From an optimization exercise on the open Yosys and OpenROAD flow, aimed at small area, a short achievable clock period and few clock cycles per item; shortcuts taken in it are not production practice. Where RTL was checked, it was by simulation tests only, not by an equivalence proof against the original. Only the layout flow was run in runs 3 and 4; the RTL was not checked for function there.

**flow/config.mk**
```make
export PLATFORM = sky130hd
export DESIGN_NAME = astar_open_sort_top
export DESIGN_NICKNAME = astar_open_sort_top
export VERILOG_FILES = /design/flow/design.v
export SDC_FILE = /design/flow/constraint.sdc
export NUM_CORES = 4
export LEC_CHECK = 0
export CAP_MARGIN = 20
export CORE_MARGIN = 2
export CORE_UTILIZATION = 40
export SLEW_MARGIN = 20
```
**flow/constraint.sdc**
```tcl
create_clock -name core_clock -period 13.0 [get_ports {Clk}]
set_input_delay 2.6000 -clock core_clock [delete_from_list [all_inputs] [get_ports {Clk}]]
set_output_delay 2.6000 -clock core_clock [all_outputs]
set_load 0.01 [all_outputs]
```
**flow/design.v**
```verilog
package astar_pkg;
	typedef union packed
	{
		logic [2*8-1:0] raw;
		struct packed
		{
			logic [8-1:0] x;    
			logic [8-1:0] y;    
		} coord;
	} node_word_u;
endpackage
`timescale 1ns/1ps
module octile_hilo (
	input  logic [8-1:0] ax,
	input  logic [8-1:0] ay,
	input  logic [8-1:0] bx,
	input  logic [8-1:0] by,
	output logic [8-1:0] d_hi,
	output logic [8-1:0] d_lo
);
	logic [8:0]   sx, sy;
	logic [8-1:0] dx, dy;
	logic                sw;
	assign sx   = {1'b0, ax} - {1'b0, bx};
	assign sy   = {1'b0, ay} - {1'b0, by};
	assign dx   = sx[8] ? -sx[8-1:0] : sx[8-1:0];
	assign dy   = sy[8] ? -sy[8-1:0] : sy[8-1:0];
	assign sw   = dx > dy;
	assign d_hi = sw ? dx : dy;
	assign d_lo = sw ? dy : dx;
endmodule
module octile_sum (
	input  logic [8-1:0] g_hi,
	input  logic [8-1:0] g_lo,
	input  logic [8-1:0] s_hi,
	input  logic [8-1:0] s_lo,
	output logic [10-1:0]  cost
);
	logic [8+6:0] g_diag, s_diag;
	assign g_diag = {g_lo, 6'b0} + {1'b0, g_lo, 5'b0} + {3'b0, g_lo, 3'b0} + {5'b0, g_lo, 1'b0};
	assign s_diag = {s_lo, 6'b0} + {1'b0, s_lo, 5'b0} + {3'b0, s_lo, 3'b0} + {5'b0, s_lo, 1'b0};
	assign cost   = {2'b0, g_hi} + {2'b0, s_hi}
	              + {3'b0, g_diag[8+6:8]} + {3'b0, s_diag[8+6:8]};
endmodule
`timescale 1ns/1ps
module list_entry_next #(
	parameter int W = 2*8 + 10
) (
	input  logic [W-1:0] q,
	input  logic [W-1:0] q_prev,
	input  logic [W-1:0] q_next,
	input  logic [W-1:0] q_new,
	input  logic         s_pop,
	input  logic         s_sh,
	input  logic         s_new,
	input  logic         s_hold,
	output logic [W-1:0] d
);
	assign d = ({W{s_pop}} & q_next) | ({W{s_sh}} & q_prev) | ({W{s_new}} & q_new) | ({W{s_hold}} & q);
endmodule
module cost_greater (
	input  logic [10-1:0] a,
	input  logic [10-1:0] b,
	output logic               gt
);
	logic [10:0] g;
	always_comb
	begin
		g[0] = 1'b0;
		for (int k = 0; k < 10; k++)
			g[k+1] = (a[k] & ~b[k]) | ((a[k] | ~b[k]) & g[k]);
	end
	assign gt = g[10];
endmodule
`timescale 1ns/1ps
module astar_open_sort_top (
	input  logic                Clk,
	input  logic                Reset,
	input  logic                node_valid,
	output logic                node_ready,
	input  logic [8-1:0] node_x,
	input  logic [8-1:0] node_y,
	input  logic [8-1:0] start_x,
	input  logic [8-1:0] start_y,
	input  logic [8-1:0] goal_x,
	input  logic [8-1:0] goal_y,
	input  logic                sort_start,
	output logic                out_valid,
	input  logic                out_ready,
	output logic [8-1:0] out_x,
	output logic [8-1:0] out_y,
	output logic [10-1:0]  out_cost,
	output logic                out_last,
	output logic                busy
);
	localparam int N  = 16;
	localparam int EW = 2*8 + 10;    
	logic                a_v;
	logic [8-1:0] a_x, a_y;
	logic [8-1:0] a_ghi, a_glo, a_shi, a_slo;
	logic                b_v;
	logic [8-1:0] b_x, b_y;
	logic [10-1:0]  b_c;
	logic [8-1:0] e_x [N];
	logic [8-1:0] e_y [N];
	logic [10-1:0]  e_c [N];
	logic [N-1:0]        v;           
	logic                busy_r;      
	logic                ne_r;        
	logic                blk_r;       
	logic                accept;
	logic                pop;
	logic                done;
	logic                start_go;
	logic [N-1:0]        v_n;
	logic                busy_n;
	logic [N-1:0]        gt;          
	assign start_go   = sort_start & ne_r;
	assign busy       = busy_r | start_go;
	assign node_ready = ~(blk_r | start_go);
	assign accept     = node_valid & node_ready;
	assign out_valid  = busy_r;
	assign out_x      = e_x[0];
	assign out_y      = e_y[0];
	assign out_cost   = e_c[0];
	assign out_last   = busy_r & ~v[1];
	assign pop        = busy_r & out_ready;
	assign done       = pop & ~v[1];
	always_comb
	begin
		if (pop)
			v_n = {1'b0, v[N-1:1]};
		else if (b_v)
			v_n = {v[N-2:0], 1'b1};
		else
			v_n = v;
		busy_n = busy_r ? ~done : start_go;
	end
	always_ff @(posedge Clk or posedge Reset)
	begin
		if (Reset)
		begin
			a_v    <= 1'b0;
			b_v    <= 1'b0;
			v      <= '0;
			busy_r <= 1'b0;
			ne_r   <= 1'b0;
			blk_r  <= 1'b0;
		end
		else
		begin
			a_v    <= accept;
			b_v    <= a_v;
			v      <= v_n;
			busy_r <= busy_n;
			ne_r   <= v_n[0] | accept | a_v;
			blk_r  <= busy_n | v_n[N-1] | (v_n[N-2] & (accept | a_v)) | (v_n[N-3] & accept & a_v);
		end
	end
	logic [8-1:0] ghi, glo, shi, slo;
	logic [10-1:0]  cost;
	octile_hilo i_goal  (.ax(node_x), .ay(node_y), .bx(goal_x),  .by(goal_y),  .d_hi(ghi), .d_lo(glo));
	octile_hilo i_start (.ax(node_x), .ay(node_y), .bx(start_x), .by(start_y), .d_hi(shi), .d_lo(slo));
	octile_sum  i_sum   (.g_hi(a_ghi), .g_lo(a_glo), .s_hi(a_shi), .s_lo(a_slo), .cost(cost));
	always_ff @(posedge Clk)
	begin
		a_x   <= node_x;
		a_y   <= node_y;
		a_ghi <= ghi;
		a_glo <= glo;
		a_shi <= shi;
		a_slo <= slo;
		b_x   <= a_x;
		b_y   <= a_y;
		b_c   <= cost;
	end
	logic [EW-1:0] e_q [N];
	logic [EW-1:0] e_d [N];
	logic [EW-1:0] b_e;
	logic [N-1:0]  c_gt;
	logic [N-1:0]  s_pop, s_sh, s_new, s_hold;
	assign b_e = {b_x, b_y, b_c};
	always_comb
		for (int i = 0; i < N; i++)
		begin
			e_q[i]    = {e_x[i], e_y[i], e_c[i]};
			gt[i]     = ~v[i] | c_gt[i];
			s_pop[i]  = pop;
			s_sh[i]   = ~pop & b_v & gt[i] & ((i > 0) ? gt[(i > 0) ? i-1 : 0] : 1'b0);
			s_new[i]  = ~pop & b_v & gt[i] & ((i > 0) ? ~gt[(i > 0) ? i-1 : 0] : 1'b1);
			s_hold[i] = ~pop & ~(b_v & gt[i]);
		end
	for (genvar i = 0; i < N; i++)
	begin : g_entry
		cost_greater i_gt (.a(e_c[i]), .b(b_c), .gt(c_gt[i]));
		list_entry_next i_next (
			.q      (e_q[i]),
			.q_prev ((i > 0)   ? e_q[(i > 0) ? i-1 : 0]     : b_e),
			.q_next ((i < N-1) ? e_q[(i < N-1) ? i+1 : i] : e_q[i]),
			.q_new  (b_e),
			.s_pop  (s_pop[i]),
			.s_sh   (s_sh[i]),
			.s_new  (s_new[i]),
			.s_hold (s_hold[i]),
			.d      (e_d[i])
		);
	end
	always_ff @(posedge Clk)
		for (int i = 0; i < N; i++)
			{e_x[i], e_y[i], e_c[i]} <= e_d[i];
endmodule
```
**flow/flow/run.sh**
```bash
#!/bin/bash
# Standard layout with two changes:
#  - synthesis maps logic with flow/map.abc (ABC without its own buffering
#    and sizing; the placer's repair sizes and buffers instead). Registers
#    are mapped before ABC, exactly as in the standard synthesis.
#  - timing repair aims SETUP_SLACK_MARGIN below the clock period.
set -euo pipefail
W=$PWD
sed 's|^source \$::env(SCRIPTS_DIR)/synth_preamble.tcl$|&\nset abc_args [lreplace $abc_args 1 1 '"$W"'/flow/map.abc]|' \
	"$FLOW_HOME/scripts/synth.tcl" > "$W/map_synth.tcl"
grep -q "flow/map.abc" "$W/map_synth.tcl"
sed 's|^source \$::env(SCRIPTS_DIR)/synth.tcl$|source '"$W"'/map_synth.tcl|' "$W/synth_recipe.tcl" > "$W/map_synth_recipe.tcl"
grep -q "map_synth.tcl" "$W/map_synth_recipe.tcl"
bash standard.sh SYNTH_SCRIPT="$W/map_synth_recipe.tcl" SETUP_SLACK_MARGIN=7.4 \
	CTS_ARGS="-sink_clustering_enable -repair_clock_nets -dont_use_dummy_load -buf_list sky130_fd_sc_hd__clkbuf_8 -sink_clustering_size 14 -sink_clustering_max_diameter 60" \
	finish > standard_flow.log 2>&1
```
**flow/flow/map.abc**
```
&get -n
&st
&dch
&nf
&put
```
**flow/standard.sh**
```bash
#!/bin/bash
# synth_recipe.tcl (not shown) runs the flow's synth.tcl, then flattens the netlist and writes it again
# the make line also repeats each setting of config.mk as NAME=value (left out here)
make -C /OpenROAD-flow-scripts/flow DESIGN_CONFIG=/design/flow/config.mk WORK_HOME=/design/flow/orfs CLKGATE_MAP_FILE= SYNTH_SCRIPT=/design/flow/synth_recipe.tcl "${@:-finish}"
```
==> flow_summary.json, run 1 <==
{
  "yosysSeqAreaShare_pct": 39.5,
  "wl_met2_um": 41900,
  "synthMostInstantiatedCell": "dfxtp_1",
  "hp-class": "reg2reg",
  "synth_cell_type_count": 51,
  "vias": 25400,
  "syn2layout_area_growth_pct": 17.2,
  "antenna_left": 0,
  "grt_usage_pct": 23.5,
  "required_ns": 10.40,
  "clk_pin_slew_worst_paths_ns": 0.08,
  "regToRegEndpoint": "b_c[8]",
  "fillerInstances": 6141,
  "die_h_um": 260,
  "cp_data_arrival_time_ns": 2.98,
  "port_buffers": 82,
  "synth_async_sr_flop_share_pct": 4.11,
  "post-route-period-util_pct": 42.9,
  "crit_end": "busy",
  "hpwl_um": 56200,
  "yosysTopAreaCellShare_pct": 37.5,
  "yosys.area.top_type": "dfxtp_1",
  "synth_edf_count": 0,
  "max-clock-path-buffers": 3,
  "cts.sinks": 511,
  "yosys_warnings": 11,
  "placed_area_um2": 28800,
  "reg2reg_setup_slack_ns": 7.73,
  "final_net_count": 3287,
  "antenna_found_initial": 2,
  "firstDrtPassIters": 8,
  "vias_per_cell": 6.42,
  "setup_viol": 0,
  "period_minus_slack_ns": 5.58,
  "hold_viol": 0,
  "drc_errors": 0,
  "routed_wl_um": 83000,
  "wl_met3_um": 3650,
  "syn-instance-count": 2860,
  "stdcell_area_um2": 30700,
  "end_kind": "output pin",
  "die_area_um2": 67500,
  "r2r_cells": 21,
  "rsz0062_at_grt": "no",
  "maxCapViolations": 0,
  "worstSetupPathType": "in2out",
  "grt_pass1_wl_um": 133000,
  "cts_tree": "built",
  "wire_per_inst_um": 21.0,
  "status": "timing/DRC/antenna clean",
  "synth.area.top_cells": "dfxtp_1 (37%), a32oi_1 (6.9%), nand3_1 (6.2%)",
  "synthesis.area_um2": 26200,
  "wl_met1_um": 35400,
  "clockRootBuffer": "clkbuf_8",
  "htree_levels": 2,
  "avgSynthCellArea_um2": 9.15,
  "initial_core_util_pct": 40.5,
  "startpoint_type": "input pin",
  "fin_skew_ns": 0.0809,
  "io_pins": 83,
  "rr_startpoint": "a_slo[1]",
  "startpoint": "sort_start",
  "gp_congestion": 0.824,
  "synth-seq-cells": 511,
  "die_w_um": 260,
  "drive_above_1_share_pct": 10.5,
  "core_um2": 64600,
  "synth_common_cells": "dfxtp_1 (490), nand2_1 (328), nand3_1 (324)",
  "drt_iter0_markers": 2394,
  "rows": 93,
  "top_layer": "met4",
  "fmax_ghz": 0.179,
  "tns_ns": 0,
  "crit_fanout": 2,
  "slew_violations": 0,
  "worst_pin_slew_ns": 1.13,
  "worstSkewPairLatency_ns": 0.67,
  "relSlewSlack_pct": 24.8,
  "dominantRegCellSynth": "dfxtp_1",
  "grt_max_degree": 105,
  "grt_overflow": 0,
  "grt_pass1_vias": 25400,
  "cts_buffers": 48
}
## placed cells by master, fill, tap and decap left out, types with 27 or more instances in the layout
master,synthesis,layout
nand4_1,199,199
a22o_1,80,80
o21ai_0,98,85
clkinv_1,163,140
dfxtp_1,490,488
fa_1,31,27
clkbuf_8,0,48
a22oi_1,102,102
clkdlybuf4s50_1,0,62
nand2b_1,46,46
buf_4,0,96
o22ai_1,44,43
a221o_1,76,76
a32oi_1,206,206
ha_1,103,82
nand3_1,324,321
nor2b_1,55,53
nand2_1,328,322
a21o_1,55,48
o211ai_1,34,34
mux2i_1,33,29
xor2_1,40,29
a21oi_1,69,39
a222oi_1,43,43
## metal layers
| metal | GRT usage [%] | vias up |
|---|---|---|
| met2 | 41.6 | 743 |
| met1 | 29.8 | 12600 |
| met5 | 0 | - |
| li1 | - | 11900 |
| met4 | 7.54 | 0 |
| met3 | 2.50 | 143 |
## area by class of cell
type,instances,area [µm²],area share [%]
multi-input combinational,2186,16200,52.8
sequential,511,10300,33.7
timing repair buffer,190,1730,5.65
tap,855,1070,3.49
clock buffer,48,661,2.16
inverter,163,652,2.13
antenna,1,2.50,0.00816
## sequential cells by signal, indices dropped and copies added (netlist names)
register and count:
a_y 8, e_y 128, blk_r 1, a_glo 8
v 16, ne_r 1, a_shi 8, a_x 8
e_x 128, b_x 8, busy_r 1, b_c 10
b_y 8, a_v 1, a_ghi 8, e_c 160
b_v 1, a_slo 8
## cells by family (layout without fill, tap and decap cells)
family                   count (synthesis)  in the layout  synth area share, %
AND/OR/NAND/NOR                       1017           1017                 19.3
AO/OA/AOI/OAI                          929            929                 27.9
flip-flops                             511            511                 39.5
buffers and inverters                  163            401                 2.34
adder cells (fa/ha/maj)                134            134                 7.30
XOR/XNOR                                73             73                 2.44
multiplexers                            33             33                 1.26
other                                    0              1                    0
## worst min-delay path by stage
stage	end	from	slack, ns	cells past startpoint
detailed placement	b_x[0]	a_x[0]	0.32	0
finish	b_y[0]	a_y[0]	0.33	0
global route	b_y[6]	a_y[6]	0.32	0
global placement	b_y[5]	a_y[5]	0.31	0
floorplan	b_x[0]	a_x[0]	0.31	0
CTS	b_y[6]	a_y[6]	0.32	0
## through the flow
step                setup slack (ns)  instances  utilization [%]  hold WS [ns]
floorplan                       4.56       2860                -         0.310
global placement                6.12       3847             44.5         0.313
detailed placement              6.06       3848             44.6         0.316
CTS                             7.34       3934             46.4         0.324
global route                    7.34       3954             47.5         0.325
finish                          7.42       3954             47.5         0.330
## worst max-delay path, stage by stage
cell and delay (ns):
buf_6 0.09, a21o_1 0.15, buf_2 0.13
## what timing repair did
| action | CTS | global route |
|---|---|---|
| endpoints found under the setup margin | 35 | 37 |
| pin swaps | 21 | 46 |
| cloned | 2 | 0 |
| gates resized for setup | 51 | 123 |
| setup buffers | 36 | 19 |
| hold buffers | 0 | 0 |
Testbench counts, summed over its fixed seeds: cycles 29,278, batches 1,280.
==> run 2: changes to the inputs <==
--- a/flow/flow/run.sh
+++ b/flow/flow/run.sh
@@ -11,6 +11,6 @@
 grep -q "flow/map.abc" "$W/map_synth.tcl"
 sed 's|^source \$::env(SCRIPTS_DIR)/synth.tcl$|source '"$W"'/map_synth.tcl|' "$W/synth_recipe.tcl" > "$W/map_synth_recipe.tcl"
 grep -q "map_synth.tcl" "$W/map_synth_recipe.tcl"
-bash standard.sh SYNTH_SCRIPT="$W/map_synth_recipe.tcl" SETUP_SLACK_MARGIN=7.4 \
+bash standard.sh SYNTH_SCRIPT="$W/map_synth_recipe.tcl" SETUP_SLACK_MARGIN=7.4 SYNTH_HIERARCHICAL=1 \
 	CTS_ARGS="-sink_clustering_enable -repair_clock_nets -dont_use_dummy_load -buf_list sky130_fd_sc_hd__clkbuf_8 -sink_clustering_size 14 -sink_clustering_max_diameter 60" \
 	finish > standard_flow.log 2>&1
==> run 2 against run 1 <==
Against the previous run:
- still clean
- register-to-register slack about the same
- fmax down 0.11%
- clock-buffer cell count up 2
- critical endpoint unchanged
==> flow_summary.json, run 2 <==
{
  "hpwl_um": 53200,
  "synthMostInstantiatedCell": "nand2_1",
  "maxCapViolations": 0,
  "yosysSeqAreaShare_pct": 41.2,
  "synth-seq-cells": 511,
  "grt_pass1_wl_um": 121000,
  "reg2reg_setup_slack_ns": 7.74,
  "synthesis.area_um2": 25100,
  "placed_cells": 3852,
  "drt_iter0_markers": 3023,
  "n_antenna_cell": 0,
  "yosys.area.top_type": "dfxtp_1",
  "rsz0062_at_grt": "yes",
  "htree_levels": 2,
  "min_to": "b_x[4]",
  "cts_hold_buf": 0,
  "hold_start": "a_x[4]",
  "fillerInstances": 5852,
  "cts_buffers": 50,
  "io_pins": 83,
  "relSlewSlack_pct": 23.3,
  "final_net_count": 3299,
  "dominantRegCellSynth": "dfxtp_1",
  "drive_above_1_share_pct": 8.01,
  "slew_violations": 0,
  "synth_edf_count": 0,
  "vias": 23500,
  "startpoint_type": "input pin",
  "worstSkewPairLatency_ns": 0.68,
  "regToRegEndpoint": "b_c[8]",
  "avgSynthCellArea_um2": 8.74,
  "rows": 91,
  "synth.area.top_cells": "dfxtp_1 (39%), a222oi_1 (17%), nand2_1 (14%)",
  "hold_viol": 0,
  "clk_pin_slew_worst_paths_ns": 0.09,
  "max-clock-path-buffers": 3,
  "tns_ns": 0,
  "worst_pin_slew_ns": 1.15,
  "antenna_found_initial": 0,
  "post-route-period-util_pct": 43.0,
  "r2r_cells": 19,
  "drc_errors": 0,
  "grt_pass1_vias": 22100,
  "port_buffers": 82,
  "wire_per_inst_um": 18.8,
  "syn-instance-count": 2870,
  "final_cell_mix": "nand2_1 (959), dfxtp_1 (485), a222oi_1 (416)",
  "yosysTopAreaCellShare_pct": 39.1,
  "grt_usage_pct": 22.5,
  "syn2layout_area_growth_pct": 16.2,
  "layout.cells.non_filler": 3945,
  "synth_common_cells": "nand2_1 (959), dfxtp_1 (490), a222oi_1 (416)",
  "largest_register_ffs": 160,
  "die_w_um": 254,
  "required_ns": 10.40,
  "crit_fanout": 2,
  "hp-class": "reg2reg",
  "core_um2": 61800,
  "cts.sinks": 511,
  "gp_congestion": 0.865,
  "die_h_um": 254,
  "min_path_cells": 0,
  "grt_max_degree": 116,
  "cts_tree": "built",
  "worstSetupPathType": "in2out",
  "multi_input_comb_area_um2": 14600,
  "status": "timing/DRC/antenna clean",
  "regArea_um2": 10300,
  "vias_per_cell": 5.97,
  "cp_data_arrival_time_ns": 2.99,
  "layout_commonest_cell": "nand2_1",
  "routed_wl_um": 74200,
  "clockRootBuffer": "clkbuf_8",
  "synth_cell_type_count": 41,
  "fin_skew_ns": 0.0926,
  "die_area_um2": 64800,
  "period_minus_slack_ns": 5.59,
  "fmax_ghz": 0.179,
  "rr_startpoint": "a_glo[0]",
  "initial_core_util_pct": 40.6,
  "firstDrtPassIters": 13,
  "antenna_left": 0,
  "grt_overflow": 0,
  "end_kind": "output pin",
  "setup_viol": 0,
  "yosys_warnings": 17,
  "synth_async_sr_flop_share_pct": 4.11,
  "startpoint": "sort_start"
}
run 2: area by class of cell:
type	instances	share of cell area, %
clock buffers	50	2.36
inverters	250	3.22
repair buffers	163	5.13
well taps	837	3.59
flip-flops and latches	511	35.5
multi-input cells	2134	50.2
run 2: cells by family after synthesis:
group           count (synthesis)  share of synthesized area (%)
fa+ha+maj                     152                           8.53
other cells                     1                         0.0149
flops                         511                           41.2
buf+inv                       250                           3.74
simple gates                 1153                           18.9
mux                            29                           1.16
compound gates                706                           24.1
xor+xnor                       68                           2.37
run 2: stage by stage:
| step | hold slack, ns | util [%] | instance area [µm²] | setup WS, ns |
|---|---|---|---|---|
| 3_5_place_dp | 0.315 | 44.4 | 27500 | 5.87 |
| 5_1_grt | 0.309 | 47.2 | 29200 | 7.31 |
| 4_1_cts | 0.304 | 46.2 | 28500 | 7.40 |
| 2_1_floorplan | 0.310 | - | 25200 | 7.00 |
| 3_3_place_gp | 0.313 | 44.4 | 27400 | 5.99 |
| 6_report | 0.322 | 47.2 | 29200 | 7.41 |
run 2: worst max-delay path by stage:
stage	end	slack, ns	cells past startpoint
global route	a_shi[3]	7.31	15
finish	busy	7.41	3
floorplan	e_x[0][6]	7.00	4
global placement	a_shi[7]	5.99	15
detailed placement	a_slo[3]	5.87	15
CTS	a_glo[3]	7.40	16
run 2: critical path: stages:
cell and delay, ns:
buf_6 0.09, a21o_1 0.16, buf_2 0.14
run 2: per-module statistics from Yosys, one instance, submodules excluded:
module,flops+latches,times used
list_entry_next,0,16
astar_open_sort_top,511,1
octile_sum,0,1
octile_hilo,0,2
cost_greater,0,16
run 2: metal layers:
metal	part of all wire (%)	GRT usage, %
met3	5.5	2.54
met2	47	37.6
met4	2.4	6.86
met1	45	30.6
met5	0	0
run 2: timing repair:
action                                 4_1_cts  5_1_grt
gates cloned                                 0        1
setup endpoints to repair                   36       36
gates resized for setup                     56       87
endpoints found under the hold margin        0        0
pin swaps                                   17       25
setup buffers                               20       22
==> run 3: changes to the inputs <==
--- a/flow/design.v
+++ b/flow/design.v
@@ -60,7 +60,7 @@
 endmodule
 module cost_greater (
 	input  logic [10-1:0] a,
-	input  logic [10-1:0] b,
+	input  logic [10-1:0] b_n,
 	output logic               gt
 );
 	logic [10:0] g;
@@ -68,7 +68,7 @@
 	begin
 		g[0] = 1'b0;
 		for (int k = 0; k < 10; k++)
-			g[k+1] = (a[k] & ~b[k]) | ((a[k] | ~b[k]) & g[k]);
+			g[k+1] = (a[k] & b_n[k]) | ((a[k] | b_n[k]) & g[k]);
 	end
 	assign gt = g[10];
 endmodule
@@ -178,8 +178,10 @@
 	logic [EW-1:0] e_d [N];
 	logic [EW-1:0] b_e;
 	logic [N-1:0]  c_gt;
+	logic [10-1:0] b_cn;
 	logic [N-1:0]  s_pop, s_sh, s_new, s_hold;
 	assign b_e = {b_x, b_y, b_c};
+	assign b_cn = ~b_c;
 	always_comb
 		for (int i = 0; i < N; i++)
 		begin
@@ -192,7 +194,7 @@
 		end
 	for (genvar i = 0; i < N; i++)
 	begin : g_entry
-		cost_greater i_gt (.a(e_c[i]), .b(b_c), .gt(c_gt[i]));
+		cost_greater i_gt (.a(e_c[i]), .b_n(b_cn), .gt(c_gt[i]));
 		list_entry_next i_next (
 			.q      (e_q[i]),
 			.q_prev ((i > 0)   ? e_q[(i > 0) ? i-1 : 0]     : b_e),
==> run 3 against run 2 <==
Against the previous run:
- final area decreased by 2.8%
- sequential cell count unchanged
- first-iteration DRC count increased by 8.4%
- cell count decreased by 5.1%
- register-to-register slack got worse by 0.07 ns
- synthesized cell count decreased by 4.7%
- global-route usage increased by 0.14 points
- critical endpoint is now a_shi[7]
- largest cell class unchanged
- highest routed layer unchanged
==> flow_summary.json, run 3 <==
{
  "firstDrtPassIters": 10,
  "worst_slack_ns": 7.24,
  "rsz0062_at_grt": "yes",
  "drc_errors": 0,
  "cts.sinks": 511,
  "vias_per_cell": 6.20,
  "syn-instance-count": 2736,
  "grt_usage_pct": 22.7,
  "synth_common_cells": "nand2_1 (927), dfxtp_1 (490), a222oi_1 (416)",
  "status": "timing/DRC/antenna clean",
  "end_kind": "flop",
  "hp-class": "reg2reg",
  "die_area_um2": 63200,
  "port_buffers": 82,
  "stdcell_area_um2": 28300,
  "synth_cell_type_count": 39,
  "startpoint_type": "input pin",
  "grt_overflow": 0,
  "required_ns": 13.56,
  "io_pins": 83,
  "synth.area.top_cells": "dfxtp_1 (40%), a222oi_1 (17%), nand2_1 (14%)",
  "dominantRegCellSynth": "dfxtp_1",
  "grt_max_degree": 241,
  "synth_xor_area_share_pct": 2.43,
  "crit_slowest_cell": "clkdlybuf4s50_1",
  "max_stage_delay_ns": 0.56,
  "rows": 90,
  "syn2layout_area_growth_pct": 15.8,
  "cts_tree": "built",
  "cp_data_arrival_time_ns": 6.32,
  "grt_pass1_vias": 22000,
  "slew_violations": 0,
  "antenna_left": 0,
  "crit_fanout": 5,
  "antenna_found_initial": 1,
  "tns_ns": 0,
  "multi_input_comb_area_um2": 14400,
  "synthesis.area_um2": 24500,
  "setup_viol": 0,
  "synth_top_family_by_area": "compound AO/OA/AOI/OAI gates",
  "max-clock-path-buffers": 3,
  "worstSkewPairLatency_ns": 0.66,
  "path_buf_inv": 5,
  "fmax_ghz": 0.174,
  "hpwl_um": 52000,
  "vias": 23200,
  "yosysTopAreaCellShare_pct": 40.1,
  "worstSetupPathType": "in2reg",
  "cts_hold_buf": 0,
  "initial_core_util_pct": 40.5,
  "die_w_um": 251,
  "layout_commonest_cell": "nand2_1",
  "synthSimpleGateAreaFrac_pct": 17.5,
  "clk_pin_slew_worst_paths_ns": 0.09,
  "period_minus_slack_ns": 5.76,
  "yosys_warnings": 17,
  "relSlewSlack_pct": 26.9,
  "critPathTopFamily": "buffers and inverters",
  "routed_wl_um": 74200,
  "yosysSeqAreaShare_pct": 42.2,
  "die_h_um": 251,
  "placed_area_um2": 26700,
  "synth_async_sr_flop_share_pct": 4.11,
  "final_util_pct": 46.9,
  "htree_levels": 2,
  "hold_viol": 0,
  "drt_iter0_markers": 3276,
  "maxCapViolations": 0,
  "synthAdderAreaFrac_pct": 8.09,
  "cp_cell_sequence": "clkdlybuf4s50_1 -> ha_2 -> a21oi_1 -> o21ai_0 -> a41oi_4 -> clkinv_1 -> a31oi_1 -> xor2_1 -> clkinv_1 -> ha_1 -> nand4_1 -> buf_4 -> o22ai_4 -> buf_4 -> mux2i_1",
  "final_net_count": 3151,
  "avgSynthCellArea_um2": 8.94,
  "synthMostInstantiatedCell": "nand2_1",
  "clockRootBuffer": "clkbuf_8",
  "largest_register_ffs": 160,
  "worst_pin_slew_ns": 1.10,
  "core_um2": 60500,
  "synth_edf_count": 0,
  "post-route-period-util_pct": 44.3,
  "fin_skew_ns": 0.0554,
  "fillerInstances": 5600,
  "wire_per_inst_um": 19.8,
  "regArea_um2": 10300,
  "synth-compound-area-share_pct": 26.5,
  "yosys.area.top_type": "dfxtp_1",
  "grt_pass1_wl_um": 120000,
  "pre_cts_slack_ns": 5.86,
  "drive_above_1_share_pct": 7.67,
  "synth-seq-cells": 511,
  "cts_buffers": 49,
  "final_cell_mix": "nand2_1 (927), dfxtp_1 (488), a222oi_1 (416)",
  "gp_congestion": 0.886,
  "muxShareOfSynthArea_pct": 1.19
}
## run 3: cell families (layout without fill, tap and decap cells)
family,Yosys count,in the layout
buf+inv,132,331
compound gates,770,770
other cells,1,28
mux,29,29
xor+xnor,68,68
flops,511,511
fa+ha+maj,136,136
simple gates,1089,1089
## run 3: path summary, 6_finish.rpt
path | from | to | slack [ns] | cells past startpoint
worst max-delay path | node_x[7] | a_shi[7] | 7.24 | 15
worst min-delay path | a_y[7] | b_y[7] | 0.30 | 0
worst max register to register | a_glo[2] | b_c[9] | 7.67 | 19
worst min register to register | a_y[7] | b_y[7] | 0.30 | 0
max in group asynchronous | Reset | v[12] | 10.33 | 2
min in group asynchronous | Reset | v[6] | 2.29 | 2
## run 3: through the flow
step | std cells | hold slack, ns
finish | 3744 | 0.299
global route | 3744 | 0.297
CTS | 3726 | 0.301
detailed placement | 3658 | 0.312
global placement | 3658 | 0.313
floorplan | 2761 | 0.310
## run 3: layout make-up
cell class | instances | area share [%]
Multi-Input combinational cell | 2118 | 50.9
Sequential cell | 511 | 36.5
Timing Repair Buffer | 150 | 5.04
Tap cell | 782 | 3.45
Clock buffer | 49 | 2.38
Inverter | 132 | 1.75
Antenna cell | 2 | 0.0177
## run 3: worst reg2reg max path: cells and delay by family (launching register included)
kind	cells	cell delay (ns)
xor+xnor	1	0.26
fa+ha+maj	6	2.71
buf+inv	3	0.29
simple gates	1	0.11
flops	1	0.38
compound gates	8	1.44
## run 3: metal layers
metal | wire [µm] | vias up | global-route usage [%]
li1 | - | 11000 | -
met1 | 32800 | 11300 | 30.3
met2 | 35000 | 820 | 38.1
met3 | 4370 | 118 | 2.75
met4 | 1960 | 0 | 7.18
met5 | 0 | - | 0
## run 3: what timing repair did
action                     CTS  global route
resized for setup           52            81
buffers inserted            19            13
setup endpoints to repair   36            37
pin swaps                   17            29
gates cloned                 0             0
## run 3: per-module statistics from Yosys, one instance, submodules excluded
module	times used	cell area, µm²
list_entry_next	16	455
octile_sum	1	2030
cost_greater	16	98.8
astar_open_sort_top	1	11100
octile_hilo	2	1240
==> run 4: changes to the inputs <==
--- a/flow/design.v
+++ b/flow/design.v
@@ -104,7 +104,7 @@
 	logic [8-1:0] e_x [N];
 	logic [8-1:0] e_y [N];
 	logic [10-1:0]  e_c [N];
-	logic [N-1:0]        v;           
+	logic [5-1:0] cnt;         
 	logic                busy_r;      
 	logic                ne_r;        
 	logic                blk_r;       
@@ -112,7 +112,8 @@
 	logic                pop;
 	logic                done;
 	logic                start_go;
-	logic [N-1:0]        v_n;
+	logic [5-1:0] cnt_n;
+	logic [N-1:0]        v;           
 	logic                busy_n;
 	logic [N-1:0]        gt;          
 	assign start_go   = sort_start & ne_r;
@@ -123,17 +124,19 @@
 	assign out_x      = e_x[0];
 	assign out_y      = e_y[0];
 	assign out_cost   = e_c[0];
-	assign out_last   = busy_r & ~v[1];
+	assign out_last   = busy_r & (cnt[5-1:1] == '0);
 	assign pop        = busy_r & out_ready;
-	assign done       = pop & ~v[1];
+	assign done       = pop & (cnt[5-1:1] == '0);
 	always_comb
 	begin
 		if (pop)
-			v_n = {1'b0, v[N-1:1]};
+			cnt_n = cnt - 1'b1;
 		else if (b_v)
-			v_n = {v[N-2:0], 1'b1};
+			cnt_n = cnt + 1'b1;
 		else
-			v_n = v;
+			cnt_n = cnt;
+		for (int i = 0; i < N; i++)
+			v[i] = cnt > i;
 		busy_n = busy_r ? ~done : start_go;
 	end
 	always_ff @(posedge Clk or posedge Reset)
@@ -142,7 +145,7 @@
 		begin
 			a_v    <= 1'b0;
 			b_v    <= 1'b0;
-			v      <= '0;
+			cnt    <= '0;
 			busy_r <= 1'b0;
 			ne_r   <= 1'b0;
 			blk_r  <= 1'b0;
@@ -151,10 +154,10 @@
 		begin
 			a_v    <= accept;
 			b_v    <= a_v;
-			v      <= v_n;
+			cnt    <= cnt_n;
 			busy_r <= busy_n;
-			ne_r   <= v_n[0] | accept | a_v;
-			blk_r  <= busy_n | v_n[N-1] | (v_n[N-2] & (accept | a_v)) | (v_n[N-3] & accept & a_v);
+			ne_r   <= (cnt_n != '0) | accept | a_v;
+			blk_r  <= busy_n | (({1'b0, cnt_n} + accept + a_v) >= N);
 		end
 	end
 	logic [8-1:0] ghi, glo, shi, slo;
==> run 4 against run 3 <==
Against the previous run:
- fmax up 2.6%
- synthesized area down 0.44%
- hold slack better by 0.014 ns
- highest routed layer unchanged
- critical path type unchanged
- still clean on timing, DRC and antenna
- die area down 0.44%
- critical endpoint is now a_glo[7]
- clock-buffer cell count down 2
- first-iteration DRC count up 7.0%
- global-route usage up 0.44 points
- clock skew up 0.0022 ns
- setup slack better by 0.14 ns
- synthesized cell count down 0.11%
==> flow_summary.json, run 4 <==
{
  "hold_viol": 0,
  "synthesis.area_um2": 24400,
  "rr_startpoint": "a_glo[0]",
  "setup_viol": 0,
  "die_h_um": 251,
  "cts_hold_buf": 0,
  "vias": 23600,
  "slew_violations": 0,
  "grt_usage_pct": 23.1,
  "worst_pin_slew_ns": 0.984,
  "gp_congestion": 0.880,
  "syn-instance-count": 2733,
  "startpoint_type": "input pin",
  "grt_pass1_vias": 22000,
  "post-route-period-util_pct": 43.2,
  "grt_pass1_wl_um": 121000,
  "fillerInstances": 5568,
  "final_cell_mix": "nand2_1 (894), dfxtp_1 (486), a222oi_1 (416)",
  "stdcell_area_um2": 28900,
  "routed_wl_um": 75900,
  "synth_common_cells": "nand2_1 (895), dfxtp_1 (490), a222oi_1 (416)",
  "fin_skew_ns": 0.0576,
  "synth-seq-cells": 500,
  "vias_per_cell": 6.25,
  "synth_async_sr_flop_share_pct": 2.00,
  "port_buffers": 82,
  "max-clock-path-buffers": 3,
  "dominantRegCellSynth": "dfxtp_1",
  "hold_start": "a_x[4]",
  "avgSynthCellArea_um2": 8.91,
  "min_path_cells": 0,
  "die_area_um2": 62900,
  "antenna_left": 0,
  "gr-usage-met2_pct": 39.0,
  "reg2reg_setup_slack_ns": 7.66,
  "period_minus_slack_ns": 5.62,
  "antenna_found_initial": 1,
  "final_util_pct": 48.0,
  "fmax_ghz": 0.178,
  "initial_core_util_pct": 40.4,
  "cts.sinks": 500,
  "relSlewSlack_pct": 34.0,
  "cp_data_arrival_time_ns": 6.18,
  "use_met1_pct": 30.3,
  "largest_register_ffs": 160,
  "clockRootBuffer": "clkbuf_8",
  "drc_errors": 0,
  "layout_commonest_cell": "nand2_1",
  "hp-class": "reg2reg",
  "busiest_layer": "met2",
  "final_net_count": 3184,
  "synthMostInstantiatedCell": "nand2_1",
  "r2r_cells": 19,
  "clk_pin_slew_worst_paths_ns": 0.09,
  "maxCapViolations": 0,
  "regToRegEndpoint": "b_c[8]",
  "synth.area.top_cells": "dfxtp_1 (40%), a222oi_1 (17%), nand2_1 (14%)",
  "yosysSeqAreaShare_pct": 41.3,
  "cts_tree": "built",
  "crit_fanout": 8,
  "rows": 90,
  "status": "timing/DRC/antenna clean",
  "core_um2": 60200,
  "min_to": "b_x[4]",
  "drive_above_1_share_pct": 10.8,
  "worstSkewPairLatency_ns": 0.66,
  "synth_edf_count": 0,
  "tns_ns": 0,
  "synth_cell_type_count": 51,
  "wire_per_inst_um": 20.1,
  "io_pins": 83,
  "die_w_um": 251,
  "placed_area_um2": 26900,
  "grt_overflow": 0,
  "yosys.area.top_type": "dfxtp_1",
  "drt_iter0_markers": 3504,
  "grt_max_degree": 207,
  "yosys_warnings": 17,
  "rsz0062_at_grt": "yes",
  "cts_buffers": 47,
  "firstDrtPassIters": 15,
  "worstSetupPathType": "in2reg",
  "hpwl_um": 51800,
  "use_met3_pct": 2.87,
  "end_kind": "flop",
  "required_ns": 13.57,
  "startpoint": "node_y[3]",
  "htree_levels": 2,
  "yosysTopAreaCellShare_pct": 40.3,
  "syn2layout_area_growth_pct": 18.7
}
-- run 4: worst max-delay path by stage --
stage	to	slack, ns	cells after the start
after floorplan	a_ghi[0]	7.42	15
after global placement	a_glo[4]	6.32	16
after detailed placement	a_glo[4]	6.25	16
after CTS	node_ready	7.39	3
after global routing	a_glo[7]	7.20	15
final	a_glo[7]	7.38	15
-- run 4: cells by family after synthesis --
kind of cell,count (synthesis),share of synthesized area [%]
and+or+nand+nor,1083,17.7
AOI/OAI and AO/OA,765,26.6
DFF,500,41.3
adders and majority gates,143,8.48
buffers and inverters,139,2.14
xor gates and xnor gates,72,2.59
muxes,30,1.23
other,1,0.0154
-- run 4: per-layer routing --
| layer | wire, µm | vias to the layer above |
|---|---|---|
| li1 | - | 11100 |
| met2 | 36400 | 916 |
| met5 | 0 | - |
| met4 | 2090 | 0 |
| met1 | 32900 | 11400 |
| met3 | 4560 | 122 |
-- run 4: layout make-up --
cell class	instances	area, µm²	share of cell area [%]
multi-input cells	2119	15000	51.9
clock buffers	47	647	2.24
inverters	139	554	1.92
flip-flops and latches	500	10100	34.8
well taps	782	978	3.38
diodes	1	2.50	0.00865
repair buffers	181	1670	5.78
-- run 4: repair_timing --
action,in CTS,in global routing
resized for setup,69,137
buffers inserted,25,27
endpoints found under the setup margin,150,148
pin swaps,20,54
gates cloned,0,1
-- run 4: critical path, cell delays in order --
cell	delay, ns
clkdlybuf4s50_1	0.49
ha_1	0.41
a21oi_1	0.26
o21ai_4	0.13
a41oi_4	0.36
buf_4	0.18
o31ai_2	0.06
xnor2_1	0.25
ha_1	0.31
nand4_1	0.15
a21oi_1	0.07
a2111o_1	0.33
o21ai_4	0.16
buf_6	0.16
mux2i_2	0.24
-- run 4: metrics by stage --
| stage | hold slack [ns] | worst slack, ns | std cells |
|---|---|---|---|
| after global routing | 0.323 | 7.20 | 3769 |
| final | 0.314 | 7.38 | 3769 |
| after CTS | 0.314 | 7.39 | 3740 |
| after floorplan | 0.310 | 7.42 | 2758 |
| after detailed placement | 0.312 | 6.25 | 3668 |
| after global placement | 0.312 | 6.32 | 3668 |
-- run 4: per-module statistics from Yosys, one instance, submodules excluded --
module | times used | flops+latches
astar_open_sort_top | 1 | 500
cost_greater | 16 | 0
octile_hilo | 2 | 0
octile_sum | 1 | 0
list_entry_next | 16 | 0
==> run 5: changes to the inputs <==
--- a/flow/design.v
+++ b/flow/design.v
@@ -29,6 +29,14 @@
 	assign d_hi = sw ? dx : dy;
 	assign d_lo = sw ? dy : dx;
 endmodule
+module octile_diag_carry (
+	input  logic [8-1:0] lo,
+	output logic [1:0]          k
+);
+	logic [8:0] t;
+	assign t = {2'b0, lo[1:0], 5'b0} + {2'b0, lo[2:0], 4'b0} + {2'b0, lo[4:0], 2'b0} + {2'b0, lo[6:0]};
+	assign k = t[8:7];
+endmodule
 module octile_sum (
 	input  logic [8-1:0] g_hi,
 	input  logic [8-1:0] g_lo,
@@ -36,11 +44,88 @@
 	input  logic [8-1:0] s_lo,
 	output logic [10-1:0]  cost
 );
-	logic [8+6:0] g_diag, s_diag;
-	assign g_diag = {g_lo, 6'b0} + {1'b0, g_lo, 5'b0} + {3'b0, g_lo, 3'b0} + {5'b0, g_lo, 1'b0};
-	assign s_diag = {s_lo, 6'b0} + {1'b0, s_lo, 5'b0} + {3'b0, s_lo, 3'b0} + {5'b0, s_lo, 1'b0};
-	assign cost   = {2'b0, g_hi} + {2'b0, s_hi}
-	              + {3'b0, g_diag[8+6:8]} + {3'b0, s_diag[8+6:8]};
+	logic [1:0] g_k, s_k;
+	logic [36:0] t_s, t_c;
+	logic [10-1:0] row_a, row_b;
+	octile_diag_carry i_gk (.lo(g_lo), .k(g_k));
+	octile_diag_carry i_sk (.lo(s_lo), .k(s_k));
+	assign t_s[0] = g_hi[0] ^ g_lo[2] ^ g_lo[3];
+	assign t_c[0] = (g_hi[0] & g_lo[2]) | (g_hi[0] & g_lo[3]) | (g_lo[2] & g_lo[3]);
+	assign t_s[1] = g_lo[5] ^ g_lo[7] ^ s_hi[0];
+	assign t_c[1] = (g_lo[5] & g_lo[7]) | (g_lo[5] & s_hi[0]) | (g_lo[7] & s_hi[0]);
+	assign t_s[2] = s_lo[2] ^ s_lo[3] ^ s_lo[5];
+	assign t_c[2] = (s_lo[2] & s_lo[3]) | (s_lo[2] & s_lo[5]) | (s_lo[3] & s_lo[5]);
+	assign t_s[3] = s_lo[7] ^ t_s[0] ^ t_s[1];
+	assign t_c[3] = (s_lo[7] & t_s[0]) | (s_lo[7] & t_s[1]) | (t_s[0] & t_s[1]);
+	assign t_s[4] = t_s[2] ^ t_s[3] ^ g_k[0];
+	assign t_c[4] = (t_s[2] & t_s[3]) | (t_s[2] & g_k[0]) | (t_s[3] & g_k[0]);
+	assign t_s[5] = g_hi[1] ^ g_lo[3] ^ g_lo[4];
+	assign t_c[5] = (g_hi[1] & g_lo[3]) | (g_hi[1] & g_lo[4]) | (g_lo[3] & g_lo[4]);
+	assign t_s[6] = g_lo[6] ^ s_hi[1] ^ s_lo[3];
+	assign t_c[6] = (g_lo[6] & s_hi[1]) | (g_lo[6] & s_lo[3]) | (s_hi[1] & s_lo[3]);
+	assign t_s[7] = s_lo[4] ^ s_lo[6] ^ t_c[0];
+	assign t_c[7] = (s_lo[4] & s_lo[6]) | (s_lo[4] & t_c[0]) | (s_lo[6] & t_c[0]);
+	assign t_s[8] = t_c[1] ^ t_c[2] ^ t_s[5];
+	assign t_c[8] = (t_c[1] & t_c[2]) | (t_c[1] & t_s[5]) | (t_c[2] & t_s[5]);
+	assign t_s[9] = t_s[6] ^ t_c[3] ^ t_s[7];
+	assign t_c[9] = (t_s[6] & t_c[3]) | (t_s[6] & t_s[7]) | (t_c[3] & t_s[7]);
+	assign t_s[10] = t_s[8] ^ t_s[9] ^ g_k[1];
+	assign t_c[10] = (t_s[8] & t_s[9]) | (t_s[8] & g_k[1]) | (t_s[9] & g_k[1]);
+	assign t_s[11] = s_k[1] ^ t_c[4] ^ t_s[10];
+	assign t_c[11] = (s_k[1] & t_c[4]) | (s_k[1] & t_s[10]) | (t_c[4] & t_s[10]);
+	assign t_s[12] = g_hi[2] ^ g_lo[4] ^ g_lo[5];
+	assign t_c[12] = (g_hi[2] & g_lo[4]) | (g_hi[2] & g_lo[5]) | (g_lo[4] & g_lo[5]);
+	assign t_s[13] = g_lo[7] ^ s_hi[2] ^ s_lo[4];
+	assign t_c[13] = (g_lo[7] & s_hi[2]) | (g_lo[7] & s_lo[4]) | (s_hi[2] & s_lo[4]);
+	assign t_s[14] = s_lo[5] ^ s_lo[7] ^ t_c[5];
+	assign t_c[14] = (s_lo[5] & s_lo[7]) | (s_lo[5] & t_c[5]) | (s_lo[7] & t_c[5]);
+	assign t_s[15] = t_c[6] ^ t_s[12] ^ t_s[13];
+	assign t_c[15] = (t_c[6] & t_s[12]) | (t_c[6] & t_s[13]) | (t_s[12] & t_s[13]);
+	assign t_s[16] = t_c[7] ^ t_c[8] ^ t_s[14];
+	assign t_c[16] = (t_c[7] & t_c[8]) | (t_c[7] & t_s[14]) | (t_c[8] & t_s[14]);
+	assign t_s[17] = t_s[15] ^ t_c[9] ^ t_s[16];
+	assign t_c[17] = (t_s[15] & t_c[9]) | (t_s[15] & t_s[16]) | (t_c[9] & t_s[16]);
+	assign t_s[18] = t_s[17] ^ t_c[10] ^ t_c[11];
+	assign t_c[18] = (t_s[17] & t_c[10]) | (t_s[17] & t_c[11]) | (t_c[10] & t_c[11]);
+	assign t_s[19] = g_hi[3] ^ g_lo[5] ^ g_lo[6];
+	assign t_c[19] = (g_hi[3] & g_lo[5]) | (g_hi[3] & g_lo[6]) | (g_lo[5] & g_lo[6]);
+	assign t_s[20] = s_hi[3] ^ s_lo[5] ^ s_lo[6];
+	assign t_c[20] = (s_hi[3] & s_lo[5]) | (s_hi[3] & s_lo[6]) | (s_lo[5] & s_lo[6]);
+	assign t_s[21] = t_c[12] ^ t_c[13] ^ t_s[19];
+	assign t_c[21] = (t_c[12] & t_c[13]) | (t_c[12] & t_s[19]) | (t_c[13] & t_s[19]);
+	assign t_s[22] = t_s[20] ^ t_c[14] ^ t_c[15];
+	assign t_c[22] = (t_s[20] & t_c[14]) | (t_s[20] & t_c[15]) | (t_c[14] & t_c[15]);
+	assign t_s[23] = t_s[21] ^ t_c[16] ^ t_s[22];
+	assign t_c[23] = (t_s[21] & t_c[16]) | (t_s[21] & t_s[22]) | (t_c[16] & t_s[22]);
+	assign t_s[24] = t_c[17] ^ t_s[23] ^ t_c[18];
+	assign t_c[24] = (t_c[17] & t_s[23]) | (t_c[17] & t_c[18]) | (t_s[23] & t_c[18]);
+	assign t_s[25] = g_hi[4] ^ g_lo[6] ^ g_lo[7];
+	assign t_c[25] = (g_hi[4] & g_lo[6]) | (g_hi[4] & g_lo[7]) | (g_lo[6] & g_lo[7]);
+	assign t_s[26] = s_hi[4] ^ s_lo[6] ^ s_lo[7];
+	assign t_c[26] = (s_hi[4] & s_lo[6]) | (s_hi[4] & s_lo[7]) | (s_lo[6] & s_lo[7]);
+	assign t_s[27] = t_c[19] ^ t_c[20] ^ t_s[25];
+	assign t_c[27] = (t_c[19] & t_c[20]) | (t_c[19] & t_s[25]) | (t_c[20] & t_s[25]);
+	assign t_s[28] = t_s[26] ^ t_c[21] ^ t_s[27];
+	assign t_c[28] = (t_s[26] & t_c[21]) | (t_s[26] & t_s[27]) | (t_c[21] & t_s[27]);
+	assign t_s[29] = t_c[22] ^ t_s[28] ^ t_c[23];
+	assign t_c[29] = (t_c[22] & t_s[28]) | (t_c[22] & t_c[23]) | (t_s[28] & t_c[23]);
+	assign t_s[30] = g_hi[5] ^ g_lo[7] ^ s_hi[5];
+	assign t_c[30] = (g_hi[5] & g_lo[7]) | (g_hi[5] & s_hi[5]) | (g_lo[7] & s_hi[5]);
+	assign t_s[31] = s_lo[7] ^ t_c[25] ^ t_c[26];
+	assign t_c[31] = (s_lo[7] & t_c[25]) | (s_lo[7] & t_c[26]) | (t_c[25] & t_c[26]);
+	assign t_s[32] = t_s[30] ^ t_c[27] ^ t_s[31];
+	assign t_c[32] = (t_s[30] & t_c[27]) | (t_s[30] & t_s[31]) | (t_c[27] & t_s[31]);
+	assign t_s[33] = t_c[28] ^ t_s[32] ^ t_c[29];
+	assign t_c[33] = (t_c[28] & t_s[32]) | (t_c[28] & t_c[29]) | (t_s[32] & t_c[29]);
+	assign t_s[34] = g_hi[6] ^ s_hi[6] ^ t_c[30];
+	assign t_c[34] = (g_hi[6] & s_hi[6]) | (g_hi[6] & t_c[30]) | (s_hi[6] & t_c[30]);
+	assign t_s[35] = t_c[31] ^ t_s[34] ^ t_c[32];
+	assign t_c[35] = (t_c[31] & t_s[34]) | (t_c[31] & t_c[32]) | (t_s[34] & t_c[32]);
+	assign t_s[36] = g_hi[7] ^ s_hi[7] ^ t_c[34];
+	assign t_c[36] = (g_hi[7] & s_hi[7]) | (g_hi[7] & t_c[34]) | (s_hi[7] & t_c[34]);
+	assign row_a = {1'b0, t_c[36], t_c[35], t_c[33], t_s[33], t_c[24], t_s[24], t_s[18], t_s[11], s_k[0]};
+	assign row_b = {1'b0, 1'b0, t_s[36], t_s[35], 1'b0, t_s[29], 1'b0, 1'b0, 1'b0, t_s[4]};
+	assign cost  = row_a + row_b;
 endmodule
 `timescale 1ns/1ps
 module list_entry_next #(
==> run 5 against run 4 <==
Against the previous run:
- core utilization increased by 0.56 points
- hold slack got worse by 0.0012 ns
- sequential cell count unchanged
- register-to-register slack improved by 0.10 ns
- wire length increased by 2.7%
- global-route usage increased by 0.64 points
- critical path depth increased by 2
- critical endpoint is now a_ghi[6]
- highest routed layer unchanged
==> flow_summary.json, run 5 <==
{
  "core_um2": 59200,
  "synth_edf_count": 0,
  "htree_levels": 2,
  "holdWs_ns": 0.312,
  "avgSynthCellArea_um2": 8.96,
  "worst_slack_ns": 7.38,
  "grt_pass1_wl_um": 123000,
  "placed_area_um2": 26600,
  "drt_iter0_markers": 3644,
  "wire_per_inst_um": 21.0,
  "regToRegEndpoint": "b_c[8]",
  "rows": 89,
  "maxCapViolations": 0,
  "worstSetupPathType": "in2reg",
  "firstDrtPassIters": 14,
  "clockRootBuffer": "clkbuf_8",
  "yosys.area.top_type": "dfxtp_1",
  "drive_above_1_share_pct": 11.1,
  "gp_congestion": 0.876,
  "worst_pin_slew_ns": 1.14,
  "cts_tree": "built",
  "antenna_left": 0,
  "yosysTopAreaCellShare_pct": 40.8,
  "final_util_pct": 48.6,
  "synth.area.top_cells": "dfxtp_1 (41%), a222oi_1 (17%), nand2_1 (14%)",
  "fin_skew_ns": 0.0585,
  "yosysSeqAreaShare_pct": 41.9,
  "drc_errors": 0,
  "hp-class": "reg2reg",
  "antenna_found_initial": 1,
  "gr-usage-met2_pct": 39.1,
  "hpwl_um": 52500,
  "layout_commonest_cell": "nand2_1",
  "rsz0062_at_grt": "yes",
  "min_path_cells": 0,
  "startpoint_type": "input pin",
  "die_h_um": 249,
  "syn-instance-count": 2679,
  "crit_fanout": 7,
  "cp_data_arrival_time_ns": 6.19,
  "yosys_warnings": 17,
  "final_cell_mix": "nand2_1 (887), dfxtp_1 (490), a222oi_1 (416)",
  "vias": 23400,
  "placed_cells": 3611,
  "cts_buffers": 47,
  "pre_cts_slack_ns": 6.43,
  "synth_cell_type_count": 52,
  "clk_pin_slew_worst_paths_ns": 0.09,
  "fmax_ghz": 0.178,
  "synthesis.area_um2": 24000,
  "busiest_layer": "met2",
  "grt_usage_pct": 23.7,
  "rr_startpoint": "a_glo[1]",
  "period_minus_slack_ns": 5.62,
  "status": "timing/DRC/antenna clean",
  "final_net_count": 3126,
  "port_buffers": 82,
  "max-clock-path-buffers": 3,
  "required_ns": 13.57,
  "post-route-period-util_pct": 43.2,
  "use_met1_pct": 32.3,
  "io_pins": 83,
  "die_area_um2": 62000,
  "synth_common_cells": "nand2_1 (888), dfxtp_1 (490), a222oi_1 (416)",
  "use_met3_pct": 3.02,
  "synthMostInstantiatedCell": "nand2_1",
  "tns_ns": 0,
  "syn2layout_area_growth_pct": 19.8,
  "slew_violations": 0,
  "worstSkewPairLatency_ns": 0.67,
  "grt_overflow": 0,
  "vias_per_cell": 6.29,
  "dominantRegCellSynth": "dfxtp_1",
  "fillerInstances": 5513,
  "synth_async_sr_flop_share_pct": 2.00,
  "stdcell_area_um2": 28800,
  "largest_register_ffs": 160,
  "cts.sinks": 500,
  "setup_viol": 0,
  "die_w_um": 249,
  "hold_start": "a_x[1]",
  "initial_core_util_pct": 40.5,
  "routed_wl_um": 78000,
  "grt_max_degree": 244,
  "r2r_cells": 16,
  "layout.cells.non_filler": 3718,
  "reg2reg_setup_slack_ns": 7.76,
  "min_to": "b_x[1]",
  "relSlewSlack_pct": 23.8,
  "grt_pass1_vias": 21800,
  "synth-seq-cells": 500,
  "hold_viol": 0,
  "end_kind": "flop"
}
## run 5: area by class of cell
type	count	area [µm²]	area share (%)
Multi-Input combinational cell	2059	14700	51.2
Sequential cell	500	10100	35.0
Timing Repair Buffer	193	1790	6.21
Tap cell	773	967	3.36
Clock buffer	47	647	2.25
Inverter	145	571	1.98
Antenna cell	1	2.50	0.00870
## run 5: per-layer routing
metal  vias up  wire length (µm)
li1      10900                 -
met1     11400             33500
met2       999             36800
met3       124              5610
met4         0              2070
met5         -                 0
## run 5: logic make-up (layout without fill, tap and decap cells)
kind of cell    Yosys count  after routing  share of synthesized area (%)
mux                      30             30                           1.25
simple gates           1072           1072                           17.8
buf+inv                 145            385                           2.27
other cells               1             27                         0.0156
xor+xnor                 61             61                           2.22
fa+ha+maj               127            127                           8.21
flops                   500            500                           41.9
compound gates          743            743                           26.4
## run 5: critical path, cell delays in order
cell and delay [ns]:
clkdlybuf4s50_1 0.47, inv_2 0.05, ha_4 0.27, a21oi_4 0.17, o21ai_4 0.11, a41oi_4 0.41
inv_2 0.10, nor2_2 0.16, xor2_2 0.22, clkinv_1 0.12, ha_1 0.33, o211ai_1 0.12
a21oi_1 0.10, a2111o_1 0.43, o21ai_4 0.13, clkbuf_16 0.20, mux2i_1 0.19
## run 5: worst max-delay path by stage
stage	depth (start not counted)	slack (ns)	startpoint	to
detailed placement	15	6.43	node_x[3]	a_shi[2]
CTS	16	7.40	node_y[0]	a_shi[4]
global route	15	7.24	goal_y[0]	a_ghi[6]
floorplan	15	7.42	node_x[0]	a_ghi[0]
global placement	3	6.57	sort_start	node_ready
finish	17	7.38	goal_x[3]	a_ghi[6]
## run 5: what timing repair did
action	CTS	global route
endpoints found under the setup margin	34	87
hold buffers	0	0
pin swaps	14	63
buffers inserted	14	43
cloned	0	2
gates resized for setup	40	168
## run 5: Yosys stat by module (local to each module, per instance)
module               cells  flops+latches  area, µm²  times used
list_entry_next         78              0        455          16
octile_sum             111              0       1140           1
cost_greater            16              0       98.8          16
astar_open_sort_top    660            500      11000           1
octile_hilo            170              0       1240           2
octile_diag_carry       32              0        270           2
Testbench counts of run 5, summed over its fixed seeds: cycles 29,278, batches 1,280.
==> run 6: changes to the inputs <==
==> flow/flow/run.sh (replaced) <==
#!/bin/bash
# Layout flow: the standard flow (standard.sh) with these changes:
#  - synthesis: each module is mapped on its own (SYNTH_HIERARCHICAL=1; all
#    registers sit in the top module, so their names are the standard ones) and
#    ABC maps with flow/map.abc (the standard speed script without ABC's own
#    buffering and sizing; placement's repair buffers and sizes instead).
#    Registers are mapped before ABC, exactly as in the standard synthesis.
#  - timing repair aims SETUP_SLACK_MARGIN below the clock period.
#  - clock tree: smaller buffers, no dummy loads.
# Each tool's full output stays in orfs/logs/; make's output in standard_flow.log.
set -euo pipefail
W=$PWD
MARGIN=7.6
CTS="-sink_clustering_enable -repair_clock_nets -dont_use_dummy_load -buf_list sky130_fd_sc_hd__clkbuf_8 -sink_clustering_size 14 -sink_clustering_max_diameter 60"
EXTRA=(BUFFER_PORTS_ARGS="-buffer_cell sky130_fd_sc_hd__buf_1")
sed 's|^source \$::env(SCRIPTS_DIR)/synth_preamble.tcl$|&\nset abc_args [lreplace $abc_args 1 1 '"$W"'/flow/map.abc]|' \
	"$FLOW_HOME/scripts/synth.tcl" > "$W/map_synth.tcl"
grep -q "flow/map.abc" "$W/map_synth.tcl"
sed 's|^source \$::env(SCRIPTS_DIR)/synth.tcl$|source '"$W"'/map_synth.tcl|' "$W/synth_recipe.tcl" > "$W/map_synth_recipe.tcl"
grep -q "map_synth.tcl" "$W/map_synth_recipe.tcl"
bash standard.sh SYNTH_SCRIPT="$W/map_synth_recipe.tcl" SYNTH_HIERARCHICAL=1 \
	SETUP_SLACK_MARGIN="$MARGIN" CTS_ARGS="$CTS" "${EXTRA[@]}" \
	finish > standard_flow.log 2>&1
==> run 6 against run 5 <==
Against the previous run:
- critical path type is now in2out
- sequential share of layout area is 1.7 points higher
- die area stayed put
- core utilization down 2.2 points
- cell count fell by 0.91%
- via count down 1.3%
- critical endpoint is now busy
- still clean
==> flow_summary.json, run 6 <==
{
  "grt_max_degree": 229,
  "startpoint_type": "input pin",
  "wl_met3_um": 5080,
  "synth_async_sr_flop_share_pct": 2.00,
  "regArea_um2": 10100,
  "hp-class": "reg2reg",
  "wl_met1_um": 33000,
  "crit_slowest_cell": "a21o_1",
  "die_area_um2": 62000,
  "synth-seq-cells": 500,
  "relSlewSlack_pct": 21.0,
  "worstSkewPairLatency_ns": 0.66,
  "wire_per_inst_um": 20.4,
  "fin_skew_ns": 0.0548,
  "die_w_um": 249,
  "worst_pin_slew_ns": 1.19,
  "required_ns": 10.40,
  "synth_edf_count": 0,
  "synthesis.area_um2": 24000,
  "cts.sinks": 500,
  "yosys_warnings": 17,
  "largest_register_ffs": 160,
  "end_kind": "output pin",
  "hpwl_um": 52600,
  "post-route-period-util_pct": 43.1,
  "tns_ns": 0,
  "synthMostInstantiatedCell": "nand2_1",
  "syn-instance-count": 2679,
  "slew_violations": 0,
  "antenna_left": 0,
  "setup_viol": 0,
  "maxCapViolations": 0,
  "rr_startpoint": "a_glo[3]",
  "initial_core_util_pct": 40.5,
  "path_buf_inv": 2,
  "drive_above_1_share_pct": 8.45,
  "top_layer": "met4",
  "syn2layout_area_growth_pct": 14.4,
  "crit_fanout": 2,
  "port_buffers": 82,
  "crit_end": "busy",
  "cp_data_arrival_time_ns": 3.00,
  "grt_pass1_wl_um": 122000,
  "dominantRegCellSynth": "dfxtp_1",
  "synth_cell_type_count": 52,
  "avgSynthCellArea_um2": 8.96,
  "status": "timing/DRC/antenna clean",
  "final_net_count": 3092,
  "max-clock-path-buffers": 3,
  "htree_levels": 2,
  "yosysTopAreaCellShare_pct": 40.8,
  "gp_congestion": 0.882,
  "grt_overflow": 0,
  "multi_input_comb_area_um2": 14200,
  "antenna_found_initial": 1,
  "clockRootBuffer": "clkbuf_8",
  "io_pins": 83,
  "synth_common_cells": "nand2_1 (888), dfxtp_1 (490), a222oi_1 (416)",
  "wl_met2_um": 34900,
  "synth.area.top_cells": "dfxtp_1 (41%), a222oi_1 (17%), nand2_1 (14%)",
  "cp_cell_sequence": "buf_6 -> a21o_1 -> buf_2",
  "max_stage_delay_ns": 0.16,
  "rows": 89,
  "clk_pin_slew_worst_paths_ns": 0.09,
  "reg2reg_setup_slack_ns": 7.87,
  "hold_viol": 0,
  "fillerInstances": 5763,
  "rsz0062_at_grt": "yes",
  "path_depth": 3,
  "cts_buffers": 47,
  "grt_pass1_vias": 21700,
  "final_cell_mix": "nand2_1 (887), dfxtp_1 (488), a222oi_1 (416)",
  "firstDrtPassIters": 11,
  "cts_tree": "built",
  "drt_iter0_markers": 3548,
  "vias": 23100,
  "die_h_um": 249,
  "critPathTopFamily": "buffers and inverters",
  "regToRegEndpoint": "b_c[7]",
  "routed_wl_um": 75300,
  "drc_errors": 0,
  "fmax_ghz": 0.179,
  "period_minus_slack_ns": 5.60,
  "vias_per_cell": 6.26,
  "core_um2": 59200,
  "yosys.area.top_type": "dfxtp_1",
  "startpoint": "sort_start",
  "r2r_cells": 16,
  "yosysSeqAreaShare_pct": 41.9,
  "worstSetupPathType": "in2out",
  "holdWs_ns": 0.283,
  "grt_usage_pct": 23.5,
  "layout_commonest_cell": "nand2_1"
}
-- run 6: cell types whose count changed in the layout (fill, tap and decap cells not counted), sizes merged --
cell	before	now
buf	112	153
clkdlybuf4s15	1	0
inv	12	3
clkdlybuf4s50	59	0
clkbuf	50	53
bufinv	1	0
dlymetal6s2s	18	0
clkinv	132	142
-- run 6: worst min path at each step --
| stage | depth (start not counted) | startpoint | slack [ns] | to |
|---|---|---|---|---|
| 2_1_floorplan | 0 | a_x[0] | 0.31 | b_x[0] |
| 3_3_place_gp | 0 | a_y[4] | 0.31 | b_y[4] |
| 3_5_place_dp | 0 | a_x[6] | 0.31 | b_x[6] |
| 4_1_cts | 0 | a_x[2] | 0.29 | b_x[2] |
| 5_1_grt | 0 | a_x[2] | 0.29 | b_x[2] |
| 6_report | 0 | a_x[2] | 0.28 | b_x[2] |
-- run 6: what timing repair did --
action / in CTS / in global routing
setup endpoints to repair: 138 / 140
hold buffers: 0 / 0
setup buffers: 7 / 19
gates cloned: 0 / 1
pin swaps: 2 / 18
gates resized for setup: 11 / 59
-- run 6: cell families (layout without fill, tap and decap cells) --
family | Yosys count | after routing | synth area share (%)
multiplexers | 30 | 30 | 1.25
XOR/XNOR | 61 | 61 | 2.22
adder cells (fa/ha/maj) | 127 | 127 | 8.21
buffers and inverters | 145 | 351 | 2.27
AO/OA/AOI/OAI | 743 | 743 | 26.4
flip-flops | 500 | 500 | 41.9
other | 1 | 27 | 0.0156
AND/OR/NAND/NOR | 1072 | 1072 | 17.8
-- run 6: layout make-up --
type,instances,area share (%)
diodes,1,0.00911
repair buffers,159,3.52
clock buffers,47,2.35
well taps,773,3.52
flip-flops and latches,500,36.6
multi-input cells,2059,51.9
inverters,145,2.12
-- run 6: metal layers --
layer	vias up	track usage, %
li1	10800	-
met5	-	0
met2	895	38.8
met1	11200	31.8
met4	0	8.21
met3	120	3.05
-- run 6: metrics by stage --
| stage | area, µm² | setup WS (ns) | instances | utilization [%] |
|---|---|---|---|---|
| floorplan | 24400 | 7.55 | 2704 | - |
| global placement | 26200 | 6.75 | 3609 | 44.3 |
| detailed placement | 26300 | 6.64 | 3609 | 44.3 |
| CTS | 27000 | 7.41 | 3663 | 45.6 |
| global route | 27500 | 7.39 | 3684 | 46.4 |
| finish | 27500 | 7.40 | 3684 | 46.4 |
-- run 6: modules after synthesis, one instance, submodules excluded --
module / flip-flops and latches / area, µm²
astar_open_sort_top: 500 / 11000
octile_hilo: 0 / 1240
octile_sum: 0 / 1140
list_entry_next: 0 / 455
octile_diag_carry: 0 / 270
cost_greater: 0 / 98.8

[port drivers added, routing unchanged]
The flow's constraints put no driver on any port. The routed layouts listed below were extracted and timed again, unchanged, in two steps.
Step 1 sets driving cells, clkbuf_16 on the clock port and buf_2 on the other inputs (assumed; they add their load-dependent delay and slew).
Step 2, shift: input delay + t, output delay - t, t = (earliest + latest rising clock arrival at the registers) / 2. This alone moves slack from input paths to output paths.
Three values: ideal ports, drivers, drivers and shift; two values: the first two.
run | shift t [ns] | setup slack, ns | hold WS [ns] | slew at the worst register clock pin (ns)
run 1 | 0.692 | 7.418 / 7.385 / 6.806 | 0.330 / 0.330 / 0.330 | 0.10 / 0.10
run 2 | 0.698 | 7.412 / 7.375 / 6.798 | 0.322 / 0.322 / 0.322 | 0.09 / 0.09
run 3 | 0.685 | 7.239 / 7.267 / 6.581 | 0.299 / 0.299 / 0.299 | 0.10 / 0.10
run 4 | 0.690 | 7.384 / 7.372 / 6.728 | 0.314 / 0.314 / 0.314 | 0.10 / 0.10
run 5 | 0.686 | 7.381 / 7.380 / 6.718 | 0.312 / 0.312 / 0.312 | 0.10 / 0.10
run 6 | 0.689 | 7.401 / 7.369 / 7.018 | 0.283 / 0.283 / 0.283 | 0.10 / 0.10
After both steps every run listed still meets setup and hold. For run 5, which loses most, drivers alone change the setup slack by -0.001 ns; drivers and shift together by -0.663 ns.
